Source: an optimization exercise on an open RTL-to-GDS flow (aim: small area and a short achievable clock period). Production flows keep margins and buffers that such runs may drop. The RTL was checked by simulation tests, not by an equivalence proof against the original design. No activity file was given, so power comes from the tool's default toggle rates.

## simple_fixed_2
module simple_fixed_2
(
    input  logic         clk,
    input  logic         reset,
    input  logic [0:10]  op,
    input  logic [2:0]   format,
    input  logic [6:0]   rt_addr,
    input  logic [0:127] ra,
    input  logic [0:127] rb,
    input  logic [0:17]  imm,
    input  logic         reg_write,
    output logic [0:127] rt_wb,
    output logic [6:0]   rt_addr_wb,
    output logic         reg_write_wb
);
Size in the first run: about 2000 cells after synthesis, ~460 flip-flops, roughly 0.024 mm2 of cells after synthesis.
Settings: LEC_CHECK=0, CAP_MARGIN=20, CORE_MARGIN=2, CORE_UTILIZATION=60, SETUP_SLACK_MARGIN=3.6, SLEW_MARGIN=20; clock period 6.0 ns.
run.sh (not shown) runs the stock make flow with config.mk's settings and CLKGATE_MAP_FILE= SYNTH_SCRIPT=/design/flow/synth_recipe.tcl, a recipe that flattens the netlist after the stock synthesis.
The starting point went through all stages and came out clean.
Then changed:
CORE_UTILIZATION = 30   (was 60)
Cell count increases by 20%.
Combinational power increases by about 3%.
Worst setup slack got worse by 0.0063 ns.
Die area increases by 98%.
Sequential share of layout area decreases by 1.1 points.


The RTL this note starts from:
==> flow/design.v <==
package spu_pkg;
    typedef enum logic [2:0] {
        FMT_RR  = 3'd0,
        FMT_RI7 = 3'd2
    } fmt_e;
    localparam logic [1:0] SH_SHL_OP   = 2'b11;
    localparam logic [1:0] SH_ROT_OP   = 2'b00;
    localparam logic [1:0] SH_ROTM_OP  = 2'b01;
    localparam logic [1:0] SH_ROTMA_OP = 2'b10;
endpackage
module sf2_shifter #(
    parameter int LO = 0,
    parameter int HI = 3
) (
    input  logic [15:0] x,
    input  logic [3:0]  amt,
    output logic [15:0] y
);
    logic [15:0] lv [LO:HI+1];
    assign lv[LO] = x;
    for (genvar l = LO; l <= HI; l++) begin : g_l
        assign lv[l+1] = amt[l] ? {lv[l][15-(1<<l):0], lv[l][15:16-(1<<l)]} : lv[l];
    end
    assign y = lv[HI+1];
endmodule
module simple_fixed_2
(
    input  logic         clk,
    input  logic         reset,
    input  logic [0:10]  op,
    input  logic [2:0]   format,
    input  logic [6:0]   rt_addr,
    input  logic [0:127] ra,
    input  logic [0:127] rb,
    input  logic [0:17]  imm,
    input  logic         reg_write,
    output logic [0:127] rt_wb,
    output logic [6:0]   rt_addr_wb,
    output logic         reg_write_wb
);
    localparam int S0 = 2;   
    logic ok0, ri_fmt, ri0, wide0;
    assign ri_fmt = op[5] ? (format == spu_pkg::FMT_RI7) : (format == spu_pkg::FMT_RR);
    assign ok0   = (op[0:4] == 5'b00001) && op[6] && op[7] && ri_fmt;
    assign ri0   = op[5];
    assign wide0 = !op[8];
    logic [5:0]  s_cl [4];
    logic [4:0]  s_cu [4];
    logic [15:0] s_hu [4];
    logic [15:0] s_hl [4];
    logic [1:0]  s_sg [4];
    for (genvar j = 0; j < 4; j++) begin : g_s
        logic [31:0] x, b;
        assign x = ra[32*j +: 32];
        assign b = rb[32*j +: 32];
        assign s_cl[j] = ri0 ? imm[12:17] : b[5:0];
        assign s_cu[j] = ri0 ? imm[13:17] : (wide0 ? b[4:0] : b[20:16]);
        assign s_sg[j] = {x[31], wide0 ? x[31] : x[15]};
        sf2_shifter #(.LO(0), .HI(S0-1)) u_u (.x(x[31:16]), .amt(s_cu[j][3:0]), .y(s_hu[j]));
        sf2_shifter #(.LO(0), .HI(S0-1)) u_l (.x(x[15:0]),  .amt(s_cl[j][3:0]), .y(s_hl[j]));
    end
    logic         r1_ok, r1_we;
    logic [6:0]   r1_addr;
    logic         r1_wide;
    logic [1:0]   r1_kind;
    logic [15:0]  r1_hu [4];
    logic [15:0]  r1_hl [4];
    logic [5:0]   r1_cl [4];
    logic [4:0]   r1_cu [4];
    logic [1:0]   r1_sg [4];
    always_ff @(posedge clk or negedge reset) begin
        if (!reset) begin
            r1_ok   <= 1'b0;
            r1_we   <= 1'b0;
            r1_addr <= '0;
        end else begin
            r1_ok   <= ok0;
            r1_we   <= reg_write;
            r1_addr <= rt_addr;
        end
    end
    always_ff @(posedge clk) begin
        r1_wide <= wide0;
        r1_kind <= op[9:10];
        for (int j = 0; j < 4; j++) begin
            r1_hu[j] <= s_hu[j];
            r1_hl[j] <= s_hl[j];
            r1_cl[j] <= s_cl[j];
            r1_cu[j] <= s_cu[j];
            r1_sg[j] <= s_sg[j];
        end
    end
    logic [0:127] a_rt;
    logic         shl, rot, arith;
    assign shl   = r1_kind == spu_pkg::SH_SHL_OP;
    assign rot   = r1_kind == spu_pkg::SH_ROT_OP;
    assign arith = r1_kind == spu_pkg::SH_ROTMA_OP;
    function automatic logic [15:0] therm(input logic [3:0] c);
        logic [15:0] t;
        t = 16'hFFFF;
        for (int l = 0; l < 4; l++)
            for (int k = 0; k < 16; k++)
                if (((k >> l) & 1) == 1)
                    t[k] = t[k] | !c[l];
                else
                    t[k] = t[k] & !c[l];
        therm = t;
    endfunction
    for (genvar j = 0; j < 4; j++) begin : g_a
        logic [15:0] hu, hl, ou, ol, gu, gl, t;
        logic [4:0]  cu, cl;
        logic        c5, zu, zl, zw, fu, fl;
        logic        au, bu, ccu, al, bl, ccl;
        sf2_shifter #(.LO(S0), .HI(3)) u_u (.x(r1_hu[j]), .amt(r1_cu[j][3:0]), .y(hu));
        sf2_shifter #(.LO(S0), .HI(3)) u_l (.x(r1_hl[j]), .amt(r1_cl[j][3:0]), .y(hl));
        assign cu = r1_cu[j];
        assign cl = r1_cl[j][4:0];
        assign c5 = r1_cl[j][5];
        assign zu = cu == 5'd0;
        assign zl = cl == 5'd0;
        assign zw = zl && !c5;
        assign fu = r1_ok && arith && r1_sg[j][1];
        assign fl = r1_ok && arith && r1_sg[j][0];
        always_comb begin
            if (rot) begin
                au = 1'b1; bu = 1'b0; ccu = 1'b0;
                al = 1'b1; bl = 1'b0; ccl = 1'b0;
            end else if (r1_wide) begin
                au  = shl ? !c5 && !cl[4] : zw;
                bu  = shl && !c5 && cl[4];
                ccu = !shl && c5 && cl[4];
                al  = shl ? 1'b0 : zw || (c5 && cl[4]);
                bl  = shl && !c5 && !cl[4];
                ccl = !shl && c5;
            end else begin
                au  = !shl && zu;
                bu  = shl && !cu[4];
                ccu = !shl && cu[4];
                al  = !shl && zl;
                bl  = shl && !cl[4];
                ccl = !shl && cl[4];
            end
            au = au && r1_ok; bu = bu && r1_ok; ccu = ccu && r1_ok;
            al = al && r1_ok; bl = bl && r1_ok; ccl = ccl && r1_ok;
        end
        assign gu = therm(cu[3:0]);
        assign gl = therm(cl[3:0]);
        assign t  = r1_wide ? gl ^ {16{cl[4]}} : 16'hFFFF;
        for (genvar k = 0; k < 16; k++) begin : g_k
            logic ku, kl;
            assign ku = au || (gu[k] ? bu : ccu);
            assign kl = al || (gl[k] ? bl : ccl);
            assign ou[k] = ku ? (t[k] ? hu[k] : hl[k]) : fu;
            assign ol[k] = kl ? (t[k] ? hl[k] : hu[k]) : fl;
        end
        assign a_rt[32*j +: 32] = {ou, ol};
    end
    logic [0:127] r2_rt, r3_rt;
    logic [6:0]   r2_addr, r3_addr;
    logic         r2_we, r3_we;
    always_ff @(posedge clk or negedge reset) begin
        if (!reset) begin
            r2_rt   <= '0;
            r2_addr <= '0;
            r2_we   <= 1'b0;
            r3_rt   <= '0;
            r3_addr <= '0;
            r3_we   <= 1'b0;
        end else begin
            r2_rt   <= a_rt;
            r2_addr <= r1_addr;
            r2_we   <= r1_ok & r1_we;
            r3_rt   <= r2_rt;
            r3_addr <= r2_addr;
            r3_we   <= r2_we;
        end
    end
    assign rt_wb        = r3_rt;
    assign rt_addr_wb   = r3_addr;
    assign reg_write_wb = r3_we;
endmodule
clock: 6.0 ns
lec_check: 0
cap_margin: 20
core_margin: 2
core_utilization: 60
setup_slack_margin: 3.6
slew_margin: 20
standard.sh (not shown) runs the stock make flow with config.mk's settings and CLKGATE_MAP_FILE= SYNTH_SCRIPT=/design/flow/synth_recipe.tcl, a recipe that flattens the netlist after the stock synthesis.
==> flow/flow/run.sh <==
#!/bin/bash
# Standard ORFS layout with plain buf_1 port buffers, own CTS settings.
set -euo pipefail
bash standard.sh "BUFFER_PORTS_ARGS=-buffer_cell sky130_fd_sc_hd__buf_1" "CTS_ARGS=-sink_clustering_enable -repair_clock_nets -sink_clustering_size 32 -sink_clustering_max_diameter 200 -buf_list sky130_fd_sc_hd__clkbuf_16" finish > standard.log 2>&1
Then changed:
==> flow/run.sh (new file) <==
#!/bin/bash
# synth_recipe.tcl (not shown) runs the flow's synth.tcl, then flattens the netlist and writes it again
# the make line also repeats each setting of config.mk as NAME=value (left out here)
make -C /OpenROAD-flow-scripts/flow DESIGN_CONFIG=/design/flow/config.mk WORK_HOME=/design/flow/orfs CLKGATE_MAP_FILE= SYNTH_SCRIPT=/design/flow/synth_recipe.tcl finish
CTS_BUF_LIST = sky130_fd_sc_hd__clkbuf_8   (was not set)
CTS_CLUSTER_SIZE = 25   (was not set)
removed: flow/flow/run.sh
removed: flow/standard.sh
Result: Synthesized area stays the same; setup slack got worse by 0.077 ns; final area climbs by about 9%; total power goes up by about 22%; clock skew went down by 0.019 ns.
Then changed:
CTS_BUF_LIST = sky130_fd_sc_hd__clkbuf_4 sky130_fd_sc_hd__clkbuf_8 sky130_fd_sc_hd__clkbuf_16   (was sky130_fd_sc_hd__clkbuf_8)
CTS_CLUSTER_DIAMETER = 60   (was not set)
CTS_CLUSTER_SIZE = 40   (was 25)
After rerunning: The new run produced a clean layout; worst setup slack improved by 0.051 ns; clock-buffer cell count decreases by 54; final area falls by 1.6%; power decreases by 4.9%; synthesized area is unchanged.
Then changed:
==> flow/flow/run.sh (new file) <==
#!/bin/bash
# Standard ORFS layout, with plain buf_1 cells as the port buffers.
set -euo pipefail
bash standard.sh "BUFFER_PORTS_ARGS=-buffer_cell sky130_fd_sc_hd__buf_1" finish > standard.log 2>&1
==> flow/standard.sh (new file) <==
#!/bin/bash
# synth_recipe.tcl (not shown) runs the flow's synth.tcl, then flattens the netlist and writes it again
# the make line also repeats each setting of config.mk as NAME=value (left out here)
make -C /OpenROAD-flow-scripts/flow DESIGN_CONFIG=/design/flow/config.mk WORK_HOME=/design/flow/orfs CLKGATE_MAP_FILE= SYNTH_SCRIPT=/design/flow/synth_recipe.tcl "${@:-finish}"
removed: flow/run.sh
=> Die area does not change; worst setup slack degrades by 0.0074 ns; clock power fell by 9.9%; final cell count hardly moves.

## what the ideal ports hide
No port has a modelled driver above. Below, the same layouts with a new extraction and two added sets of constraints. Step 1, drivers: a clkbuf_16 drives clk and a buf_2 each remaining input, both assumed. Step 2 also shifts input and output timing later by t, the mid clock arrival at the registers, as if the neighbouring blocks saw the same clock. a / b / c = no drivers / after step 1 / after step 2; a / b = the first two.
| run | t (ns) | setup WS [ns] | hold slack, ns | cell pins on the clock port's net |
|---|---|---|---|---|
| the first run of note 1 | 0.635 | 3.607 / 3.574 / 2.988 | 0.343 / 0.343 / 0.343 | 1 |
| the second run of note 1 | 0.643 | 3.601 / 3.542 / 3.031 | 0.338 / 0.338 / 0.338 | 1 |
| the first run of note 2 | 0.601 | 3.630 / 3.578 / 3.047 | 0.336 / 0.336 / 0.336 | 1 |
| the second run of note 2 | 0.700 | 3.553 / 3.502 / 2.943 | 0.331 / 0.331 / 0.331 | 1 |
| the third run of note 2 | 0.655 | 3.604 / 3.564 / 2.986 | 0.343 / 0.343 / 0.343 | 1 |
| the fourth run of note 2 | 0.641 | 3.597 / 3.544 / 3.023 | 0.351 / 0.351 / 0.351 | 1 |
After both steps every run listed still meets setup and hold. For the first run of note 1, which loses most, drivers alone change the setup slack by -0.033 ns; drivers and shift together by -0.619 ns.
